From an optimization exercise on the open Yosys and OpenROAD flow, aimed at small area; shortcuts taken in it are not production practice. Function was checked by simulation only, so behaviour that the tests miss may differ from the original. Power is estimated from default activity; no workload was simulated.

### flow/design.v
`default_nettype none
module regfile_scoreboard #(
  parameter int DATA_W   = 64,
  parameter int NUM_REGS = 32,
  parameter int ADDR_W   = $clog2(NUM_REGS)
) (
  input  logic              clk_i,
  input  logic              reset_i,
  input  logic [ADDR_W-1:0] ra_i,
  input  logic [ADDR_W-1:0] rb_i,
  output logic [DATA_W-1:0] bus_a_o,
  output logic [DATA_W-1:0] bus_b_o,
  output logic              valid_a_o,
  output logic              valid_b_o,
  input  logic [ADDR_W-1:0] rw_i,
  input  logic [DATA_W-1:0] bus_w_i,
  input  logic              reg_wr_i,
  input  logic              mark_en_i,
  input  logic [ADDR_W-1:0] mark_reg_i,
  output logic              mark_ack_o,
  output logic [ADDR_W:0]   pend_count_o
);
  if ((NUM_REGS < 4) || ((NUM_REGS & (NUM_REGS - 1)) != 0) ||
      (ADDR_W != $clog2(NUM_REGS))) begin : g_bad_params
    $error("regfile_scoreboard: NUM_REGS must be a power of two >= 4 and ADDR_W = clog2(NUM_REGS)");
  end
  localparam logic [ADDR_W-1:0] c_zr      = {ADDR_W{1'b1}};
  localparam logic [ADDR_W:0]   c_cnt_one = {{ADDR_W{1'b0}}, 1'b1};
  logic [DATA_W-1:0]   regs_q [NUM_REGS];
  logic [NUM_REGS-1:0] pending_q;
  logic [NUM_REGS-1:0] pending_d;
  logic [ADDR_W:0]     pend_cnt_q;
  logic [ADDR_W:0]     pend_cnt_d;
  logic w_wr_en;        
  logic w_wr_hits_mark;  
  logic w_mark_ack;
  logic w_mark_set;     
  logic w_newly_set;
  logic w_newly_clr;
  assign w_wr_en        = reg_wr_i && !reset_i && (rw_i != c_zr);
  assign w_wr_hits_mark = reg_wr_i && (rw_i == mark_reg_i);
  assign w_mark_ack = mark_en_i && !reset_i &&
                      (!pending_q[mark_reg_i] || w_wr_hits_mark ||
                       (mark_reg_i == c_zr));
  assign w_mark_set = w_mark_ack && (mark_reg_i != c_zr);
  assign mark_ack_o = w_mark_ack;
  assign w_newly_set = w_mark_set && !pending_q[mark_reg_i];
  assign w_newly_clr = w_wr_en && pending_q[rw_i] &&
                       !(w_mark_set && (mark_reg_i == rw_i));
  always_comb begin
    pending_d = pending_q;
    if (w_wr_en) begin
      pending_d[rw_i] = 1'b0;
    end
    if (w_mark_set) begin
      pending_d[mark_reg_i] = 1'b1;
    end
  end
  always_comb begin
    pend_cnt_d = pend_cnt_q;
    case ({w_newly_set, w_newly_clr})
      2'b10:   pend_cnt_d = pend_cnt_q + c_cnt_one;
      2'b01:   pend_cnt_d = pend_cnt_q - c_cnt_one;
      default: pend_cnt_d = pend_cnt_q;
    endcase
  end
  always_ff @(posedge clk_i) begin
    if (reset_i) begin
      for (int i = 0; i < NUM_REGS; i++) begin
        regs_q[i] <= '0;
      end
      pending_q  <= '0;
      pend_cnt_q <= '0;
    end else begin
      if (w_wr_en) begin
        regs_q[rw_i] <= bus_w_i;
      end
      pending_q  <= pending_d;
      pend_cnt_q <= pend_cnt_d;
    end
  end
  assign pend_count_o = pend_cnt_q;
  logic w_byp_a;
  logic w_byp_b;
  assign w_byp_a = 1'b0;
  assign w_byp_b = 1'b0;
  always_comb begin
    bus_a_o = '0;
    if (w_byp_a) begin
      bus_a_o = bus_w_i;
    end else if (ra_i != c_zr) begin
      bus_a_o = regs_q[ra_i];
    end
  end
  always_comb begin
    bus_b_o = '0;
    if (w_byp_b) begin
      bus_b_o = bus_w_i;
    end else if (rb_i != c_zr) begin
      bus_b_o = regs_q[rb_i];
    end
  end
  assign valid_a_o = w_byp_a || !pending_q[ra_i];
  assign valid_b_o = w_byp_b || !pending_q[rb_i];
endmodule
`default_nettype wire
### flow/run.sh
#!/bin/bash
# synth_recipe.tcl (not shown) runs the flow's synth.tcl, then flattens the netlist and writes it again
# the make line also repeats each setting of config.mk as NAME=value (left out here)
make -C /OpenROAD-flow-scripts/flow DESIGN_CONFIG=/design/flow/config.mk WORK_HOME=/design/flow/orfs CLKGATE_MAP_FILE= SYNTH_SCRIPT=/design/flow/synth_recipe.tcl finish
### flow/config.mk
export PLATFORM = sky130hd
export DESIGN_NAME = regfile_scoreboard
export DESIGN_NICKNAME = regfile_scoreboard
export VERILOG_FILES = /design/flow/design.v
export SDC_FILE = /design/flow/constraint.sdc
export NUM_CORES = 4
export LEC_CHECK = 0
export CAP_MARGIN = 20
export CORE_MARGIN = 2
export CORE_UTILIZATION = 40
export SLEW_MARGIN = 20
### flow/constraint.sdc
create_clock -name core_clock -period 6.5 [get_ports {clk_i}]
set_input_delay 1.3000 -clock core_clock [delete_from_list [all_inputs] [get_ports {clk_i}]]
set_output_delay 1.3000 -clock core_clock [all_outputs]
set_load 0.01 [all_outputs]
==> results of run 1 <==
-- worst max-delay path, cell delays in order --
cell and delay, ns:
buf_8 0.41, buf_12 0.38, mux4_2 0.56, mux2i_1 0.15, nor2_1 0.06, a2111oi_1 0.94, nor3_1 0.37, buf_4 0.24
clkdlybuf4s50_1 0.47
-- cell type report --
cell class                 count  area (um2)  area share
sequential                  2086       62300       0.490
multi-input combinational   4437       46500       0.366
timing repair buffer         543        6250      0.0492
clock buffer                 302        6180      0.0487
tap                         3724        4660      0.0367
clock inverter               104         727     0.00572
inverter                      97         365     0.00288
antenna                       29        72.6    0.000571
-- final timing paths --
path                                end                  startpoint  slack [ns]
min          pend_cnt_q[2]$_SDFFE_PP0P_  pend_cnt_q[2]$_SDFFE_PP0P_        0.49
min reg2reg  pend_cnt_q[2]$_SDFFE_PP0P_  pend_cnt_q[2]$_SDFFE_PP0P_        0.49
max                         bus_a_o[44]                     ra_i[0]        0.13
max reg2reg  pend_cnt_q[4]$_SDFFE_PP0P_    pending_q[28]$_SDFF_PP0_        3.19
-- through the flow --
stage | instance area, um2 | TNS (ns)
floorplan | 112000 | -515.69
global placement | 120000 | -0.0433
detailed placement | 120000 | 0
CTS | 127000 | 0
global route | 127000 | 0
finish | 127000 | 0
-- state kept, by name (all words and copies together), names as in the netlist --
name        flops
pend_cnt_q      6
regs_q       2048
pending_q      32
-- per-layer routing --
| metal | up-vias | wire length, um | global-route usage |
|---|---|---|---|
| met5 | - | 75 | 0 |
| met4 | 14 | 15000 | 0.0936 |
| met3 | 867 | 51700 | 0.0616 |
| met2 | 5469 | 194000 | 0.458 |
| met1 | 38154 | 155000 | 0.396 |
| li1 | 28363 | - | - |
-- cells by family (layout without fill, tap and decap cells) --
logic type,after synthesis,after routing,synth area share
muxes,1499,1499,0.249
and+or+nand+nor,2355,2355,0.126
other,1,93,0.0000336
DFF,2086,2086,0.557
xor gates and xnor gates,12,12,0.000940
AOI/OAI and AO/OA,492,492,0.0310
buffers and inverters,891,1046,0.0346
adders and majority gates,15,15,0.00175
-- placed cells by master, fill, tap and decap left out, drive strengths merged, types with 61 or more instances in the layout --
cell / count
a21oi: 61
and2: 1984
a2111oi: 62
inv: 74
nor3: 70
o22ai: 127
mux4: 1018
mux2i: 426
o221ai: 61
clkbuf: 303
buf: 329
conb: 64
nor2: 219
clkinv: 113
edfxtp: 2048
a211oi: 64
clkdlybuf4s50: 213
-- where the power goes --
group	internal, mW	leakage [nW]	switching (mW)	total [mW]
Clock	6.98	3.36	5.54	12.5
Sequential	15.5	19.8	0.371	15.9
Combinational	1.86	20.2	2.42	4.28
Total	24.3	43.4	8.32	32.7
==> results.cfg, run 1 <==
[clock_network]
cts.htree.levels = 4
root_buffer = clkbuf_16
cts_sinks = 2086
cts_tree = built
clkSlewWorstSetupHoldPaths_ns = 0.06
numCtsBuffers = 232
cts_buffer_depth = 4
clk_latency_ns = 0.85
cts_resized = 0
cts_setup_buffers = 0
hold_buffers = 0

[placement]
placed_cells = 10887
portBuffers = 224
pre_cts_ws_ns = 0.175
gp_congestion = 0.842
dp_hpwl_um = 218000

[route]
drc_errors = 0
vias_per_cell = 6.44
wl_um = 416000
via_count = 72867
ant_nets = 0
wl_per_cell_um = 36.7
dr.first_iter.drc_count = 12956
drtPass1Iterations = 6

[final_layout]
nFillCells = 24336
layout.nets = 7500
final_util = 0.456
synthToLayoutAreaGrowth_pct = 13.6
drive_gt1_frac = 0.233
stdcell_count = 11322

[global_routing]
grt_max_degree = 66
overflow = 0
grt_pass1_vias = 72554
grt_usage = 0.289
antenna_found_initial = 60
grt_pass1_wl_um = 577000

[timing]
finalClockSkew_ns = 0.00704
final.setup.worst_slack_ns = 0.132
fin_crit_sh = 0.980
post-route-min-period_ns = 6.37
final_max_slew_viol_count = 0
hold_ws_ns = 0.490
rsz0062_at_grt = no
relSlewSlack = 0.187
tightest_slew_ns = 1.22
setup_violations = 0
finalHoldViolCount = 0
max_freq_mhz = 157

[synthesis]
synth_area_mm2 = 0.112
syn_inst = 7351
yosysMostFrequentCell = edfxtp_1
synth_top_area_frac = 0.550
synth_cell_types = 59
avgSynthCellArea_um2 = 15.2
synth_area_leaders = edfxtp_1 (55%), mux4_2 (21%), and2_1 (11%), mux2i_1 (3.8%), clkbuf_1 (1.9%)
async_flop_share = 0
seq_area_frac_synth = 0.557
ys_ff_latch = 2086
ys_warn_count = 1
ys.flop_type = edfxtp_1
synth_common_cells = edfxtp_1 (2048), and2_1 (1984), mux4_2 (1018)
synth_top_area_cell = edfxtp_1
synth-edff-count = 2048

[worst_setup_path]
critPathKind = primary input to primary output
cp-end-kind = primary output
r2r.worst_path.cells = 12
cp.arrival_ns = 5.07
worst-path-max-fanout = 36
critPathRequiredTime_ns = 5.20
cp-start-kind = primary input

[pwr]
power_mw = 32.7
p_per_area_mw_per_mm2 = 257
ir_drop_mv = 0.247
p_leak_nw = 43.4

[floorplanning]
initial_core_util = 0.401
fp.dieW_um = 533
die_area_mm2 = 0.284
placeableCoreArea_mm2 = 0.279
io_pins = 225
std_cell_rows = 194
die_h_um = 533

[worst_hold_path]
hold_path_class = register to register
holdPathStages = 2

[job]
max_cap_violations = 0

[status]
outcome = complete, no violations
==> run 2, diff against run 1 <==
==> flow/design.v (replaced) <==
`default_nettype none
module regfile_scoreboard #(
  parameter int DATA_W   = 64,
  parameter int NUM_REGS = 32,
  parameter int ADDR_W   = $clog2(NUM_REGS)
) (
  input  logic              clk_i,
  input  logic              reset_i,
  input  logic [ADDR_W-1:0] ra_i,
  input  logic [ADDR_W-1:0] rb_i,
  output logic [DATA_W-1:0] bus_a_o,
  output logic [DATA_W-1:0] bus_b_o,
  output logic              valid_a_o,
  output logic              valid_b_o,
  input  logic [ADDR_W-1:0] rw_i,
  input  logic [DATA_W-1:0] bus_w_i,
  input  logic              reg_wr_i,
  input  logic              mark_en_i,
  input  logic [ADDR_W-1:0] mark_reg_i,
  output logic              mark_ack_o,
  output logic [ADDR_W:0]   pend_count_o
);
  localparam int NR = NUM_REGS - 1;   
  logic [DATA_W-1:0] regs_q [NR];
  logic [NR-1:0]     wvalid_q;
  logic [NR-1:0]     pend_q;
  logic [ADDR_W:0]   cnt_q;
  logic [NR-1:0] dec_a, dec_b, dec_w, dec_m;
  always_comb begin
    for (int i = 0; i < NR; i++) begin
      dec_a[i] = (ra_i == ADDR_W'(i));
      dec_b[i] = (rb_i == ADDR_W'(i));
      dec_w[i] = (rw_i == ADDR_W'(i));
      dec_m[i] = (mark_reg_i == ADDR_W'(i));
    end
  end
  logic [NR-1:0] we;
  assign we = dec_w & {NR{reg_wr_i & !reset_i}};
  logic pend_m, pend_w, mark_zr, mark_ack, mark_set, wr_hits_mark;
  assign pend_m       = |(dec_m & pend_q);
  assign pend_w       = |(dec_w & pend_q);
  assign mark_zr      = (mark_reg_i == {ADDR_W{1'b1}});
  assign wr_hits_mark = reg_wr_i && (rw_i == mark_reg_i);
  assign mark_ack     = mark_en_i && !reset_i && (!pend_m || wr_hits_mark || mark_zr);
  assign mark_set     = mark_ack && !mark_zr;
  assign mark_ack_o   = mark_ack;
  logic newly_set, newly_clr;
  assign newly_set = mark_set && !pend_m;
  assign newly_clr = reg_wr_i && !reset_i && pend_w && !(mark_set && wr_hits_mark);
  always_ff @(posedge clk_i) begin
    for (int i = 0; i < NR; i++) begin
      if (we[i]) regs_q[i] <= bus_w_i;
    end
  end
  always_ff @(posedge clk_i) begin
    if (reset_i) begin
      wvalid_q <= '0;
      pend_q   <= '0;
      cnt_q    <= '0;
    end else begin
      wvalid_q <= wvalid_q | we;
      pend_q   <= (pend_q & ~we) | (dec_m & {NR{mark_set}});
      if (newly_set && !newly_clr)      cnt_q <= cnt_q + 1'b1;
      else if (newly_clr && !newly_set) cnt_q <= cnt_q - 1'b1;
    end
  end
  assign pend_count_o = cnt_q;
  logic [NR-1:0] sel_a, sel_b;
  assign sel_a = dec_a & wvalid_q;
  assign sel_b = dec_b & wvalid_q;
  always_comb begin
    bus_a_o = '0;
    bus_b_o = '0;
    for (int i = 0; i < NR; i++) begin
      bus_a_o = bus_a_o | (regs_q[i] & {DATA_W{sel_a[i]}});
      bus_b_o = bus_b_o | (regs_q[i] & {DATA_W{sel_b[i]}});
    end
  end
  assign valid_a_o = !(|(dec_a & pend_q));
  assign valid_b_o = !(|(dec_b & pend_q));
endmodule
`default_nettype wire
==> run 2 against run 1 <==
  * Now fails the layout checks on negative setup slack
  * Non-clock buffer count up 69
  * Final area decreased by 20%
  * Largest cell class unchanged
  * Core utilization increased by 1.9 points
  * First-iteration DRC count is 49% higher
  * Hold slack improved by 0.0021 ns
  * Clock power down 3%
  * Largest power group unchanged
  * Final cell count down 20%
  * Routed wire length grew 3.9%
==> results.cfg, run 2 <==
[synthesis]
synth_cell_types = 61
ys_ff_latch = 2052
synth_area_mm2 = 0.0859
synth_top_area_cell = edfxtp_1
seq_area_frac_synth = 0.709
yosysMostFrequentCell = edfxtp_1
synth_area_leaders = edfxtp_1 (69%), a22oi_1 (12%), a22o_1 (2.3%), a221oi_1 (2.3%), nand3_1 (2.2%)
syn_inst = 5703
ys.flop_type = edfxtp_1
synth_top_area_frac = 0.693
avgSynthCellArea_um2 = 15.1
synth-edff-count = 1984
async_flop_share = 0
synth_common_cells = edfxtp_1 (1984), a22oi_1 (1346), nand3_1 (371)
ys_warn_count = 2

[global_routing]
grt_max_degree = 67
grt_pass1_vias = 67218
overflow = 0
grt_usage = 0.383
grt_pass1_wl_um = 574000
antenna_found_initial = 32

[clock_network]
numCtsBuffers = 208
cts_buffer_depth = 3
clk_latency_ns = 0.86
cts_setup_buffers = 0
cts_sinks = 2052
clkSlewWorstSetupHoldPaths_ns = 0.06
root_buffer = clkbuf_16
cts_tree = built
cts.htree.levels = 4
cts_resized = 0
hold_buffers = 0

[worst_hold_path]
holdPathStages = 1
holdCritStartpoint = wvalid_q[16]$_SDFF_PP0_
whs_endpoint = wvalid_q[16]$_SDFF_PP0_
hold_path_class = register to register

[route]
drc_errors = 0
ant_nets = 0
wl_per_cell_um = 47.7
wl_um = 432000
dr.first_iter.drc_count = 19313
vias_per_cell = 7.97
via_count = 72237
drtPass1Iterations = 10

[final_layout]
layout.nets = 6122
stdcell_count = 9063
layout_common_cells = edfxtp_1 (1984), a22oi_1 (1346), nand3_1 (371)
drive_gt1_frac = 0.133
largest_reg_flops = 1984
largest_register = regs_q
synthToLayoutAreaGrowth_pct = 18.1
final_common_cell = edfxtp_1
final_util = 0.474
top_regs = regs_q (1984), pend_q (31), wvalid_q (31)

[placement]
gp_congestion = 0.958
portBuffers = 224
dp_hpwl_um = 235000
placed_cells = 8655

[worst_setup_path]
rrSetupSlack_ns = 2.84
cp.arrival_ns = 5.26
critPathRequiredTime_ns = 5.20
rr_endpoint = cnt_q[5]$_SDFFE_PP0P_
worst-path-max-fanout = 17
r2r.worst_path.cells = 15
cp-end-kind = primary output
rr_startpoint = pend_q[5]$_SDFF_PP0_
cp-start-kind = primary input
critPathKind = primary input to primary output

[pwr]
p_per_area_mw_per_mm2 = 269
ir_drop_mv = 0.244
p_leak_nw = 32.6

[floorplanning]
std_cell_rows = 170
fp.dieW_um = 467
io_pins = 225
placeableCoreArea_mm2 = 0.214
die_h_um = 467
die_area_mm2 = 0.219
initial_core_util = 0.402

[timing]
finalClockSkew_ns = 0.00502
final_max_slew_viol_count = 0
relSlewSlack = 0.150
final.setup.worst_slack_ns = -0.0646
finalHoldViolCount = 0
rsz0062_at_grt = no
tightest_slew_ns = 1.27
hold_ws_ns = 0.492
setup_violations = 4
post-route-min-period_ns = 6.56
max_freq_mhz = 152
fin_crit_sh = 1.01

[job]
max_cap_violations = 0

[status]
outcome = failed layout checks
violations = negative setup slack
==> run 2: cell count changes in the layout (fill, tap and decap cells not counted), moves of 125 or more <==
cell / change
and2_1: -1983
nand4_1: +195
a221oi_1: +227
a22o_1: +228
nand3_1: +364
mux2i_1: -413
or4_1: +125
mux4_2: -1018
a22oi_1: +1343
nor2_1: -135
a222oi_1: +128
==> run 2: final cells by class <==
type	instances	area [um2]
Timing Repair Buffer	612	6980
Clock buffer	242	5400
Clock inverter	145	1360
Fill cell	18398	112000
Inverter	10	37.5
Antenna cell	20	50.0
Multi-Input combinational cell	3144	23200
Sequential cell	2052	60900
Tap cell	2838	3550
==> run 2: how the worst max path moves through the flow <==
stage | from | to | slack [ns] | cells past startpoint
floorplan | rw_i[4] | pend_q[1]$_SDFF_PP0_ | 1.20 | 7
global placement | ra_i[0] | bus_a_o[0] | 0.23 | 8
detailed placement | ra_i[0] | bus_a_o[0] | 0.21 | 8
CTS | ra_i[0] | bus_a_o[0] | 0.17 | 8
global route | ra_i[0] | bus_a_o[61] | 0.01 | 8
finish | ra_i[0] | bus_a_o[41] | -0.06 | 9
==> run 2: routing by layer <==
layer  part of all wire  GRT usage  vias to the layer above
li1                   -          -                    25401
met1               0.33      0.487                    35172
met2               0.41      0.537                     9308
met3               0.19      0.159                     2320
met4              0.080      0.240                       36
met5            0.00053          0                        -
==> run 2: logic make-up (layout without fill, tap and decap cells) <==
kind of cell	Yosys count	after routing	share of synthesized area
and+or+nand+nor	1036	1036	0.0690
DFF	2052	2052	0.709
other	0	20	0
adders and majority gates	6	6	0.000961
muxes	22	22	0.00269
AOI/OAI and AO/OA	2070	2070	0.190
buffers and inverters	507	1009	0.0272
xor gates and xnor gates	10	10	0.00102
==> run 2: power by group <==
group	internal, mW	switching [mW]
Sequential	14.6	0.0671
Combinational	0.149	0.413
Clock	6.59	5.48
==> run 2: through the flow <==
step / power [mW] / cell area (um2) / setup slack, ns / TNS (ns)
2_1_floorplan: 15.1 / 85900 / 1.20 / 0
3_3_place_gp: 15.5 / 94700 / 0.235 / 0
3_5_place_dp: 15.5 / 94700 / 0.206 / 0
4_1_cts: 27.2 / 101000 / 0.169 / 0
5_1_grt: 27.8 / 101000 / 0.0103 / 0
6_report: 27.3 / 102000 / -0.0646 / -0.160
==> run 2: critical path: stages <==
cell and delay, ns:
clkdlybuf4s50_1 0.70, nor4bb_1 0.82, and3_4 0.79, buf_12 0.33
a22o_1 0.16, a221oi_1 0.06, nand4_1 0.10, or3_1 0.31
clkdlybuf4s50_1 0.60
==> run 3, diff against run 2 <==
--- a/flow/design.v
+++ b/flow/design.v
@@ -21,8 +21,8 @@
   output logic [ADDR_W:0]   pend_count_o
 );
   localparam int NR = NUM_REGS - 1;   
+  localparam int NG = NR / 3;         
   logic [DATA_W-1:0] regs_q [NR];
-  logic [NR-1:0]     wvalid_q;
   logic [NR-1:0]     pend_q;
   logic [ADDR_W:0]   cnt_q;
   logic [NR-1:0] dec_a, dec_b, dec_w, dec_m;
@@ -34,8 +34,9 @@
       dec_m[i] = (mark_reg_i == ADDR_W'(i));
     end
   end
-  logic [NR-1:0] we;
-  assign we = dec_w & {NR{reg_wr_i & !reset_i}};
+  logic [NR-1:0] load, hold;
+  assign load = dec_w & {NR{reg_wr_i & !reset_i}};
+  assign hold = ~dec_w & {NR{!reset_i}} | {NR{!reg_wr_i & !reset_i}};
   logic pend_m, pend_w, mark_zr, mark_ack, mark_set, wr_hits_mark;
   assign pend_m       = |(dec_m & pend_q);
   assign pend_w       = |(dec_w & pend_q);
@@ -47,36 +48,54 @@
   logic newly_set, newly_clr;
   assign newly_set = mark_set && !pend_m;
   assign newly_clr = reg_wr_i && !reset_i && pend_w && !(mark_set && wr_hits_mark);
-  always_ff @(posedge clk_i) begin
-    for (int i = 0; i < NR; i++) begin
-      if (we[i]) regs_q[i] <= bus_w_i;
+  for (genvar i = 0; i < NR; i++) begin : g_reg
+    logic [DATA_W-1:0] d;
+    for (genvar b = 0; b < DATA_W; b++) begin : g_bit
+      rf_hold u_h (.q(regs_q[i][b]), .h(hold[i]), .d(bus_w_i[b]), .l(load[i]), .y(d[b]));
     end
+    always_ff @(posedge clk_i) regs_q[i] <= d;
   end
   always_ff @(posedge clk_i) begin
     if (reset_i) begin
-      wvalid_q <= '0;
-      pend_q   <= '0;
-      cnt_q    <= '0;
+      pend_q <= '0;
+      cnt_q  <= '0;
     end else begin
-      wvalid_q <= wvalid_q | we;
-      pend_q   <= (pend_q & ~we) | (dec_m & {NR{mark_set}});
+      pend_q <= (pend_q & ~load) | (dec_m & {NR{mark_set}});
       if (newly_set && !newly_clr)      cnt_q <= cnt_q + 1'b1;
       else if (newly_clr && !newly_set) cnt_q <= cnt_q - 1'b1;
     end
   end
   assign pend_count_o = cnt_q;
-  logic [NR-1:0] sel_a, sel_b;
-  assign sel_a = dec_a & wvalid_q;
-  assign sel_b = dec_b & wvalid_q;
-  always_comb begin
-    bus_a_o = '0;
-    bus_b_o = '0;
-    for (int i = 0; i < NR; i++) begin
-      bus_a_o = bus_a_o | (regs_q[i] & {DATA_W{sel_a[i]}});
-      bus_b_o = bus_b_o | (regs_q[i] & {DATA_W{sel_b[i]}});
+  for (genvar b = 0; b < DATA_W; b++) begin : g_rd
+    logic [NR-1:0] col;
+    logic [NG-1:0] na, nb;
+    for (genvar i = 0; i < NR; i++) begin : g_col
+      assign col[i] = regs_q[i][b];
     end
+    for (genvar g = 0; g < NG; g++) begin : g_grp
+      rf_aoi222 u_a (.a(col[3*g+:3]), .s(dec_a[3*g+:3]), .y(na[g]));
+      rf_aoi222 u_b (.a(col[3*g+:3]), .s(dec_b[3*g+:3]), .y(nb[g]));
+    end
+    assign bus_a_o[b] = ~&na | |(col[NR-1:3*NG] & dec_a[NR-1:3*NG]);
+    assign bus_b_o[b] = ~&nb | |(col[NR-1:3*NG] & dec_b[NR-1:3*NG]);
   end
   assign valid_a_o = !(|(dec_a & pend_q));
   assign valid_b_o = !(|(dec_b & pend_q));
 endmodule
+module rf_hold (
+  input  logic q,
+  input  logic h,
+  input  logic d,
+  input  logic l,
+  output logic y
+);
+  assign y = (q & h) | (d & l);
+endmodule
+module rf_aoi222 (
+  input  logic [2:0] a,
+  input  logic [2:0] s,
+  output logic       y
+);
+  assign y = ~|(a & s);
+endmodule
 `default_nettype wire
--- a/flow/config.mk
+++ b/flow/config.mk
@@ -9,3 +9,5 @@
 export CORE_MARGIN = 2
 export CORE_UTILIZATION = 40
 export SLEW_MARGIN = 20
+export SYNTH_HIERARCHICAL = 1
+export SYNTH_MINIMUM_KEEP_SIZE = 0
==> run 3 against run 2 <==
  * The layout still fails its checks (negative setup slack)
  * Maximum frequency hardly changed
  * Register-to-register slack worse by 0.26 ns
  * Via count is 10% higher
  * Sequential share of layout area down 17 points
  * Combinational power increased to 2.7 times the previous value
  * Synthesized area shrank 10%
  * Final cell count increased by 8.2%
  * Total power shrank 1.4%
  * Clock-buffer cell count increased by 65
  * First-iteration DRC count down 0.37%
  * Critical path type unchanged
  * Largest power group is now clock
==> results.cfg, run 3 <==
[timing]
fin_crit_sh = 1.01
finalHoldViolCount = 0
hold_ws_ns = 0.491
tns_ns = -0.143
post-route-min-period_ns = 6.56
final.setup.worst_slack_ns = -0.0649
relSlewSlack = 0.154
finalClockSkew_ns = 0.0179
final_max_slew_viol_count = 0
setup_violations = 5
rsz0062_at_grt = no
tightest_slew_ns = 1.27
max_freq_mhz = 152

[worst_setup_path]
cpMaxStageDelayCell = nor2_4
cp-end-kind = primary output
cp_top_family = buffers and inverters
worst-path-max-fanout = 25
path_depth = 9
cp_num_buf_inv = 4
cp-start-kind = primary input
rrSetupSlack_ns = 2.58
critPathKind = primary input to primary output
cp.arrival_ns = 5.26
r2r.worst_path.cells = 14
critPathRequiredTime_ns = 5.20
critical_path.cell_chain = clkdlybuf4s50_1 -> nand2_1 -> buf_4 -> nor2_4 -> buf_4 -> a222oi_1 -> nand4_1 -> a2111o_1 -> clkdlybuf4s50_1
crit_path_max_incr_delay_ns = 0.83

[route]
ant_nets = 0
top_layer_used = met5
vias_per_cell = 8.14
via_count = 79810
drc_errors = 0
dr.first_iter.drc_count = 19241
wl_met1_um = 145000
wl_per_cell_um = 40.7
wl_met3_um = 61500
met2_length_um = 164000
wl_um = 398000
drtPass1Iterations = 13

[clock_network]
cts_buffer_depth = 3
cts_sinks = 2021
hold_buffers = 0
cts_setup_buffers = 0
cts_tree = built
cts.htree.levels = 4
clkSlewWorstSetupHoldPaths_ns = 0.06
clk_latency_ns = 0.88
numCtsBuffers = 212
root_buffer = clkbuf_16
cts_resized = 0

[floorplanning]
die_h_um = 444
io_pins = 225
initial_core_util = 0.402
die_area_mm2 = 0.197
fp.dieW_um = 444
std_cell_rows = 161
placeableCoreArea_mm2 = 0.192

[synthesis]
synth_area_mm2 = 0.0773
ys_warn_count = 9
ys_ff_latch = 2021
seq_area_frac_synth = 0.523
async_flop_share = 0
synth_common_cells = dfxtp_1 (2021), a22o_1 (1986), a222oi_1 (1283)
ys.flop_type = dfxtp_1
syn_inst = 6364
synth_top_area_cell = dfxtp_1
synth-edff-count = 0
yosysMostFrequentCell = dfxtp_1
synth_cell_types = 62
synth_top_area_frac = 0.523
avgSynthCellArea_um2 = 12.2
synth_area_leaders = dfxtp_1 (52%), a22o_1 (22%), a222oi_1 (17%), nand4_1 (2.1%), a2111o_1 (1.9%)

[placement]
portBuffers = 224
dp_hpwl_um = 229000
place_area_mm2 = 0.0871
gp_congestion = 0.924

[pwr]
p_leak_nw = 34.6
power_mw = 26.9
ir_drop_mv = 0.298
p_per_area_mw_per_mm2 = 285

[final_layout]
drive_gt1_frac = 0.122
final_common_cell = dfxtp_1
layout_common_cells = dfxtp_1 (2021), a22o_1 (1986), a222oi_1 (1283)
fin_area_mm2 = 0.0944
layout.nets = 7185
final_util = 0.490
top_regs = regs_q (1984), pend_q (31), cnt_q (6)
seqCellArea_mm2 = 0.0405
multi_input_area_mm2 = 0.0376
largest_reg_flops = 1984
nFillCells = 16901
largest_register = regs_q
synthToLayoutAreaGrowth_pct = 22.0

[global_routing]
grt_usage = 0.381
antenna_found_initial = 19
grt_max_degree = 66
grt_pass1_vias = 76525
grt_pass1_wl_um = 555000
overflow = 0

[status]
outcome = failed layout checks
violations = negative setup slack

[job]
max_cap_violations = 0

[worst_hold_path]
holdPathStages = 2
hold_path_class = register to register
run 3: cell types whose count changed in the layout (fill, tap and decap cells not counted), sizes merged, moves of 230 or more:
cell / change
nand3: -352
dfxtp: +1953
edfxtp: -1984
a22oi: -1338
a221oi: -230
a222oi: +1155
a22o: +1758
run 3: worst register-to-register path, stage by stage (launching register included):
cell and delay [ns]:
dfxtp_1 0.55, or3b_2 0.47, a2111oi_0 0.43, a31oi_1 0.07
nand4_1 0.18, nor4_1 0.10, ha_1 0.23, inv_1 0.18
ha_1 0.27, a21o_1 0.18, a21oi_1 0.22, o21bai_1 0.10
a21oi_1 0.22, mux2i_1 0.25, mux2_2 0.35
run 3: Yosys stat by module, one instance, submodules excluded:
module | cells inside | area [um2]
regfile_scoreboard | 3100 | 47100
rf_aoi222 | 1 | 10.0
rf_hold | 1 | 8.76
run 3: through the flow:
step / std cells / setup slack, ns
global placement: 9400 / 0.143
CTS: 9790 / 0.132
floorplan: 6364 / 0.477
finish: 9802 / -0.0649
global route: 9798 / 0.00572
detailed placement: 9401 / 0.133
run 3: per-layer routing:
| metal | track usage | vias up |
|---|---|---|
| met5 | 0.00244 | - |
| met4 | 0.232 | 24 |
| met3 | 0.132 | 1802 |
| met2 | 0.549 | 7551 |
| met1 | 0.487 | 39213 |
| li1 | - | 31220 |
run 3: power breakdown:
| group | internal [mW] | leakage [nW] | switching (mW) |
|---|---|---|---|
| logic | 0.314 | 14.7 | 1.17 |
| clock network | 7.45 | 3.62 | 5.42 |
| registers | 12.5 | 16.3 | 0.0842 |
| total | 20.2 | 34.6 | 6.67 |
run 3: layout make-up:
| type | count | share of cell area |
|---|---|---|
| tap | 2526 | 0.0335 |
| antenna | 10 | 0.000265 |
| multi-input combinational | 4264 | 0.398 |
| sequential | 2021 | 0.429 |
| clock inverter | 82 | 0.0115 |
| clock buffer | 307 | 0.0661 |
| timing repair buffer | 577 | 0.0608 |
| inverter | 15 | 0.000597 |
run 3: worst paths after layout:
| kind | startpoint | to |
|---|---|---|
| max | ra_i[4] | bus_a_o[51] |
| max reg2reg | pend_q[20]$_SDFF_PP0_ | cnt_q[5]$_SDFFE_PP0P_ |
| min | pend_q[2]$_SDFF_PP0_ | pend_q[2]$_SDFF_PP0_ |
| min reg2reg | pend_q[2]$_SDFF_PP0_ | pend_q[2]$_SDFF_PP0_ |
run 3: cell families after synthesis:
logic type,Yosys count,synth area share
compound gates,3538,0.421
flops,2021,0.523
simple gates,690,0.0458
buf+inv,79,0.00426
mux,21,0.00322
xor+xnor,9,0.00102
fa+ha+maj,6,0.00107
==> run 4, diff against run 3 <==
==> flow/flow/run.sh (new file) <==
#!/bin/bash
set -o pipefail
export BUFFER_PORTS_ARGS="-buffer_cell sky130_fd_sc_hd__buf_1"
bash standard.sh > standard.log 2>&1
==> flow/standard.sh (new file) <==
#!/bin/bash
# synth_recipe.tcl (not shown) runs the flow's synth.tcl, then flattens the netlist and writes it again
# the make line also repeats each setting of config.mk as NAME=value (left out here)
make -C /OpenROAD-flow-scripts/flow DESIGN_CONFIG=/design/flow/config.mk WORK_HOME=/design/flow/orfs CLKGATE_MAP_FILE= SYNTH_SCRIPT=/design/flow/synth_recipe.tcl "${@:-finish}"
--- a/flow/config.mk
+++ b/flow/config.mk
@@ -8,6 +8,7 @@
 export CAP_MARGIN = 20
 export CORE_MARGIN = 2
 export CORE_UTILIZATION = 40
+export SETUP_SLACK_MARGIN = 0.3
 export SLEW_MARGIN = 20
 export SYNTH_HIERARCHICAL = 1
 export SYNTH_MINIMUM_KEEP_SIZE = 0
removed: flow/run.sh
==> run 4 against run 3 <==
  * Now clean on timing, DRC and antenna
  * Worst setup slack improved by 0.45 ns
  * Global-route usage up 0.55 points
  * Register-to-register slack lost 0.03 ns
  * Total power shrank 1.4%
  * Critical path type unchanged
  * Largest cell class unchanged
==> results.cfg, run 4 <==
[status]
outcome = complete, no violations

[synthesis]
avgSynthCellArea_um2 = 12.2
syn_inst = 6364
async_flop_share = 0
synth_simple_gate_area_frac = 0.0458
synth_compound_area_frac = 0.421
seq_area_frac_synth = 0.523
synth_top_area_frac = 0.523
synth_top_area_cell = dfxtp_1
ys.flop_type = dfxtp_1
synthMuxAreaShare = 0.00322
ys_warn_count = 9
synth_common_cells = dfxtp_1 (2021), a22o_1 (1986), a222oi_1 (1283)
synth_xor_area_frac = 0.00102
yosysMostFrequentCell = dfxtp_1
synth_cell_types = 62
synth-edff-count = 0
ys_ff_latch = 2021
synthAdderAreaFrac = 0.00107
synth_area_mm2 = 0.0773
synth_top_family_by_area = compound AO/OA/AOI/OAI gates
synth_area_leaders = dfxtp_1 (52%), a22o_1 (22%), a222oi_1 (17%), nand4_1 (2.1%), a2111o_1 (1.9%)

[route]
ant_nets = 0
wl_um = 402000
drtPass1Iterations = 15
vias_per_cell = 8.19
via_count = 80284
dr.first_iter.drc_count = 19259
wl_per_cell_um = 41.0
drc_errors = 0

[clock_network]
cts_tree = built
cts_setup_buffers = 0
hold_buffers = 0
numCtsBuffers = 210
root_buffer = clkbuf_16
cts.htree.levels = 4
cts_sinks = 2021
cts_buffer_depth = 3
clk_latency_ns = 0.89
clkSlewWorstSetupHoldPaths_ns = 0.06
cts_resized = 0

[floorplanning]
fp.dieW_um = 444
die_h_um = 444
std_cell_rows = 161
placeableCoreArea_mm2 = 0.192
io_pins = 225
die_area_mm2 = 0.197
initial_core_util = 0.402

[placement]
portBuffers = 224
place_area_mm2 = 0.0858
pre_cts_ws_ns = 0.598
dp_hpwl_um = 233000
gp_congestion = 0.928

[global_routing]
antenna_found_initial = 20
grt_pass1_wl_um = 563000
grt_usage = 0.386
grt_max_degree = 65
overflow = 0
grt_pass1_vias = 76706

[pwr]
ir_drop_mv = 0.293
p_leak_nw = 34.0
p_per_area_mw_per_mm2 = 286

[timing]
final.setup.worst_slack_ns = 0.389
relSlewSlack = 0.182
finalClockSkew_ns = 0.0427
finalHoldViolCount = 0
rsz0062_at_grt = no
post-route-min-period_ns = 6.11
setup_violations = 0
max_freq_mhz = 164
hold_ws_ns = 0.476
fin_crit_sh = 0.940
tns_ns = 0
tightest_slew_ns = 1.23
final_max_slew_viol_count = 0

[final_layout]
largest_reg_flops = 1984
layout.nets = 7193
fin_area_mm2 = 0.0930
nFillCells = 17268
drive_gt1_frac = 0.116
layout_common_cells = dfxtp_1 (2021), a22o_1 (1986), a222oi_1 (1283)
synthToLayoutAreaGrowth_pct = 20.2
final_common_cell = dfxtp_1
largest_register = regs_q
top_regs = regs_q (1984), pend_q (31), cnt_q (6)

[job]
max_cap_violations = 0

[worst_setup_path]
critPathKind = primary input to primary output
cp.arrival_ns = 4.81
critPathRequiredTime_ns = 5.20
cp-start-kind = primary input
worst-path-max-fanout = 30
cp-end-kind = primary output

[worst_hold_path]
hold_path_class = register to register
==> run 4: cell count changes in the layout (fill, tap and decap cells not counted), sizes merged <==
cell,change
bufinv,-8
diode,+9
clkinvlp,+3
clkbuf,+2
clkinv,-7
clkdlybuf4s50,-186
inv,-4
buf,+194
==> run 4: cells by family after synthesis <==
logic type | count (synthesis)
buf+inv | 79
simple gates | 690
fa+ha+maj | 6
mux | 21
compound gates | 3538
flops | 2021
xor+xnor | 9
==> run 4: final cells by class <==
cell class / count / area, um2 / area share
clock buffer: 307 / 6180 / 0.0665
timing repair buffer: 587 / 4550 / 0.0489
multi-input combinational: 4264 / 37600 / 0.404
tap: 2526 / 3160 / 0.0340
clock inverter: 66 / 907 / 0.00976
sequential: 2021 / 40500 / 0.435
inverter: 15 / 56.3 / 0.000606
antenna: 19 / 47.5 / 0.000511
==> run 4: where the power goes <==
| part | leakage (nW) | switching (mW) | internal [mW] |
|---|---|---|---|
| clock network | 3.47 | 5.42 | 7.08 |
| logic | 14.2 | 1.19 | 0.283 |
| registers | 16.3 | 0.0841 | 12.5 |
| total | 34.0 | 6.69 | 19.8 |
==> run 4: final timing paths <==
check,startpoint,to,slack (ns),cells past startpoint
setup / recovery,rb_i[4],bus_b_o[14],0.39,9
hold reg to reg,pend_q[2]$_SDFF_PP0_,pend_q[2]$_SDFF_PP0_,0.48,2
setup reg to reg,pend_q[4]$_SDFF_PP0_,cnt_q[5]$_SDFFE_PP0P_,2.55,14
hold / removal,pend_q[2]$_SDFF_PP0_,pend_q[2]$_SDFF_PP0_,0.48,2
==> run 4: through the flow <==
| step | total power, mW | instances | util |
|---|---|---|---|
| 2_1_floorplan | 13.3 | 6364 | - |
| 3_3_place_gp | 14.2 | 9407 | 0.445 |
| 3_5_place_dp | 14.2 | 9412 | 0.446 |
| 4_1_cts | 26.4 | 9785 | 0.483 |
| 5_1_grt | 27.1 | 9793 | 0.483 |
| 6_report | 26.5 | 9805 | 0.483 |
==> run 4: Yosys stat by module (local to each module, per instance) <==
module,cells,times used,flip-flops and latches
rf_hold,1,1984,0
rf_aoi222,1,1280,0
regfile_scoreboard,3100,1,2021
==> run 4: routing by layer <==
| metal | part of all wire | up-vias | GRT usage |
|---|---|---|---|
| met1 | 0.36 | 39469 | 0.484 |
| li1 | - | 31274 | - |
| met4 | 0.078 | 14 | 0.253 |
| met3 | 0.15 | 1939 | 0.146 |
| met2 | 0.41 | 7588 | 0.552 |
| met5 | 0.00026 | - | 0 |
==> run 4: critical path, cell delays in order <==
cell and delay (ns):
buf_1 0.36, nor2b_1 0.35, nand2b_1 0.38, nor2_4 0.81
buf_4 0.72, a222oi_1 0.15, nand4_1 0.32, a2111o_1 0.17
buf_1 0.19
==> run 5, diff against run 4 <==
--- a/flow/config.mk
+++ b/flow/config.mk
@@ -5,10 +5,13 @@
 export SDC_FILE = /design/flow/constraint.sdc
 export NUM_CORES = 4
 export LEC_CHECK = 0
-export CAP_MARGIN = 20
+export CAP_MARGIN = 10
 export CORE_MARGIN = 2
 export CORE_UTILIZATION = 40
+export CTS_BUF_LIST = sky130_fd_sc_hd__clkbuf_16
+export CTS_CLUSTER_DIAMETER = 80
+export CTS_CLUSTER_SIZE = 16
 export SETUP_SLACK_MARGIN = 0.3
-export SLEW_MARGIN = 20
+export SLEW_MARGIN = 10
 export SYNTH_HIERARCHICAL = 1
 export SYNTH_MINIMUM_KEEP_SIZE = 0
==> run 5 against run 4 <==
  * Critical path type unchanged
  * Clock power shrank 29%
  * Global-route usage shrank 0.27 points
  * Routed wire length shrank 0.46%
  * Still clean
  * Register-to-register slack lost 0.03 ns
==> results.cfg, run 5 <==
[final_layout]
drive_gt1_frac = 0.0959
top_regs = regs_q (1984), pend_q (31), cnt_q (6)
largest_register = regs_q
synthToLayoutAreaGrowth_pct = 16.2
final_common_cell = dfxtp_1
layout_common_cells = dfxtp_1 (2021), a22o_1 (1986), a222oi_1 (1283)
layout.nets = 7126
stdcell_count = 9601
largest_reg_flops = 1984

[floorplanning]
die_area_mm2 = 0.197
placeableCoreArea_mm2 = 0.192
die_h_um = 444
std_cell_rows = 161
io_pins = 225
initial_core_util = 0.402
fp.dieW_um = 444

[route]
drtPass1Iterations = 14
via_count = 79442
drc_errors = 0
ant_nets = 0
vias_per_cell = 8.27
wl_per_cell_um = 41.7
dr.first_iter.drc_count = 19465
wl_um = 400000

[synthesis]
synth_top_area_frac = 0.523
synth_cell_types = 62
synth_common_cells = dfxtp_1 (2021), a22o_1 (1986), a222oi_1 (1283)
yosysMostFrequentCell = dfxtp_1
synth-edff-count = 0
seq_area_frac_synth = 0.523
ys_warn_count = 9
async_flop_share = 0
synth_area_leaders = dfxtp_1 (52%), a22o_1 (22%), a222oi_1 (17%), nand4_1 (2.1%), a2111o_1 (1.9%)
ys_ff_latch = 2021
ys.flop_type = dfxtp_1
syn_inst = 6364
synth_area_mm2 = 0.0773
avgSynthCellArea_um2 = 12.2
synth_top_area_cell = dfxtp_1

[pwr]
power_frac_seq = 0.547
clkPwrFrac = 0.389
comb_power_share = 0.064
internal-power_mw = 17.0
switchingPower_mw = 5.98
p_per_area_mw_per_mm2 = 255
p_sw_frac = 0.261
p_leak_nw = 32.5
ir_drop_mv = 0.293

[worst_hold_path]
hold_path_class = register to register

[worst_setup_path]
rr_endpoint = cnt_q[5]$_SDFFE_PP0P_
worst-path-max-fanout = 30
critPathKind = primary input to primary output
rr_startpoint = pend_q[4]$_SDFF_PP0_
rrSetupSlack_ns = 2.52
critPathLaunch = rb_i[4]
crit_path_end = bus_b_o[18]
cp-end-kind = primary output
r2r.worst_path.cells = 14
cp.arrival_ns = 4.78
cp-start-kind = primary input
critPathRequiredTime_ns = 5.20

[timing]
finalClockSkew_ns = 0.0306
max_freq_mhz = 165
setup_violations = 0
relSlewSlack = 0.0376
finalHoldViolCount = 0
final_max_slew_viol_count = 0
fin_crit_sh = 0.935
post-route-min-period_ns = 6.08
tns_ns = 0
tightest_slew_ns = 1.44
rsz0062_at_grt = no
hold_ws_ns = 0.480

[clock_network]
clkSlewWorstSetupHoldPaths_ns = 0.08
numCtsBuffers = 147
cts_resized = 0
cts_sinks = 2021
cts_buffer_depth = 3
cts_tree = built
hold_buffers = 0
cts_setup_buffers = 0
cts.htree.levels = 4
root_buffer = clkbuf_16
clk_latency_ns = 0.87

[global_routing]
grt_pass1_wl_um = 558000
grt_pass1_vias = 75529
antenna_found_initial = 20
grt_max_degree = 65
overflow = 0
grt_usage = 0.384

[placement]
portBuffers = 224
placed_cells = 9408
gp_congestion = 0.928
dp_hpwl_um = 232000

[job]
max_cap_violations = 0

[status]
outcome = complete, no violations
[run 5: per-module statistics from Yosys (local to each module, per instance)]
| module | flops+latches | copies in the design | cells inside | cell area [um2] |
|---|---|---|---|---|
| rf_aoi222 | 0 | 1280 | 1 | 10.0 |
| regfile_scoreboard | 2021 | 1 | 3100 | 47100 |
| rf_hold | 0 | 1984 | 1 | 8.76 |
[run 5: power groups by stage]
stage | clock network (mW) | logic (mW) | registers (mW)
2_1_floorplan | 0 | 0.467 | 12.8
3_3_place_gp | 0 | 1.35 | 12.8
3_5_place_dp | 0 | 1.37 | 12.8
4_1_cts | 8.91 | 1.37 | 12.5
5_1_grt | 9.36 | 1.44 | 12.6
6_report | 8.92 | 1.47 | 12.6
[run 5: routing by layer]
metal	up-vias	share of wire	global-route usage
li1	30981	-	-
met1	39076	0.36	0.485
met5	-	0.00083	0
met3	1783	0.15	0.142
met2	7580	0.41	0.547
met4	22	0.076	0.248
[run 5: cell families after synthesis]
group,after synthesis,share of synthesized area
compound gates,3538,0.421
xor+xnor,9,0.00102
fa+ha+maj,6,0.00107
buf+inv,79,0.00426
flops,2021,0.523
mux,21,0.00322
simple gates,690,0.0458
[run 5: worst max-delay path, stage by stage]
cell and delay (ns):
buf_1 0.35, nor2b_1 0.33, nand2b_1 0.38, nor2_4 0.82
buf_4 0.72, a222oi_1 0.18, nand4_1 0.15, a2111o_1 0.29
buf_1 0.21
[run 5: layout make-up]
| type | instances | area (um2) |
|---|---|---|
| Antenna cell | 17 | 42.5 |
| Clock buffer | 150 | 3750 |
| Clock inverter | 25 | 340 |
| Fill cell | 17502 | 103000 |
| Inverter | 15 | 56.3 |
| Multi-Input combinational cell | 4264 | 37600 |
| Sequential cell | 2021 | 40500 |
| Tap cell | 2526 | 3160 |
| Timing Repair Buffer | 583 | 4460 |
[run 5: through the flow]
| stage | setup WS, ns | power (mW) | cell area (um2) | utilization |
|---|---|---|---|---|
| after floorplan | 0.477 | 13.3 | 77300 | - |
| after global placement | 0.597 | 14.2 | 85700 | 0.445 |
| after detailed placement | 0.661 | 14.2 | 85700 | 0.445 |
| after CTS | 0.704 | 22.8 | 89800 | 0.467 |
| after global routing | 0.480 | 23.4 | 89800 | 0.467 |
| final | 0.422 | 22.9 | 89900 | 0.467 |
[run 5: worst min path at each step]
stage | start | to | slack [ns] | cells after the start
detailed placement | pend_q[2]$_SDFF_PP0_ | pend_q[2]$_SDFF_PP0_ | 0.47 | 2
CTS | pend_q[2]$_SDFF_PP0_ | pend_q[2]$_SDFF_PP0_ | 0.48 | 2
finish | pend_q[2]$_SDFF_PP0_ | pend_q[2]$_SDFF_PP0_ | 0.48 | 2
global placement | pend_q[2]$_SDFF_PP0_ | pend_q[2]$_SDFF_PP0_ | 0.47 | 2
floorplan | pend_q[2]$_SDFF_PP0_ | pend_q[2]$_SDFF_PP0_ | 0.45 | 2
global route | pend_q[2]$_SDFF_PP0_ | pend_q[2]$_SDFF_PP0_ | 0.52 | 2

[port drivers added, routing unchanged]
The results above use ideal ports. As a check the final layouts listed here were re-extracted and re-timed, cells and wires unchanged.
Step 1, drivers: a clkbuf_16 drives clk_i and a buf_2 each remaining input, both assumed.
Step 2 times the ports against the registers' clock, not the clock port: input delays grow and output delays shrink by t, the midpoint of the rising clock arrivals with the driver on.
Slacks: no drivers / after step 1 / after step 2; pairs: no drivers / after step 1.
run	shift t [ns]	slack for setup (ns)	clock arrival spread, ns	slew at the worst register clock pin (ns)
run 1	0.975	0.132 / 0.085 / 0.085	0.077 / 0.078	0.07 / 0.07
run 2	0.964	-0.065 / -0.086 / -0.086	0.081 / 0.081	0.07 / 0.07
run 3	0.957	-0.065 / -0.088 / -0.088	0.057 / 0.057	0.07 / 0.07
run 4	0.957	0.389 / 0.328 / 0.328	0.066 / 0.066	0.07 / 0.07
run 5	0.940	0.422 / 0.363 / 0.363	0.077 / 0.078	0.08 / 0.08
The setup slack of run 4, which loses most, moves by -0.061 ns with the drivers and by -0.061 ns with both steps.
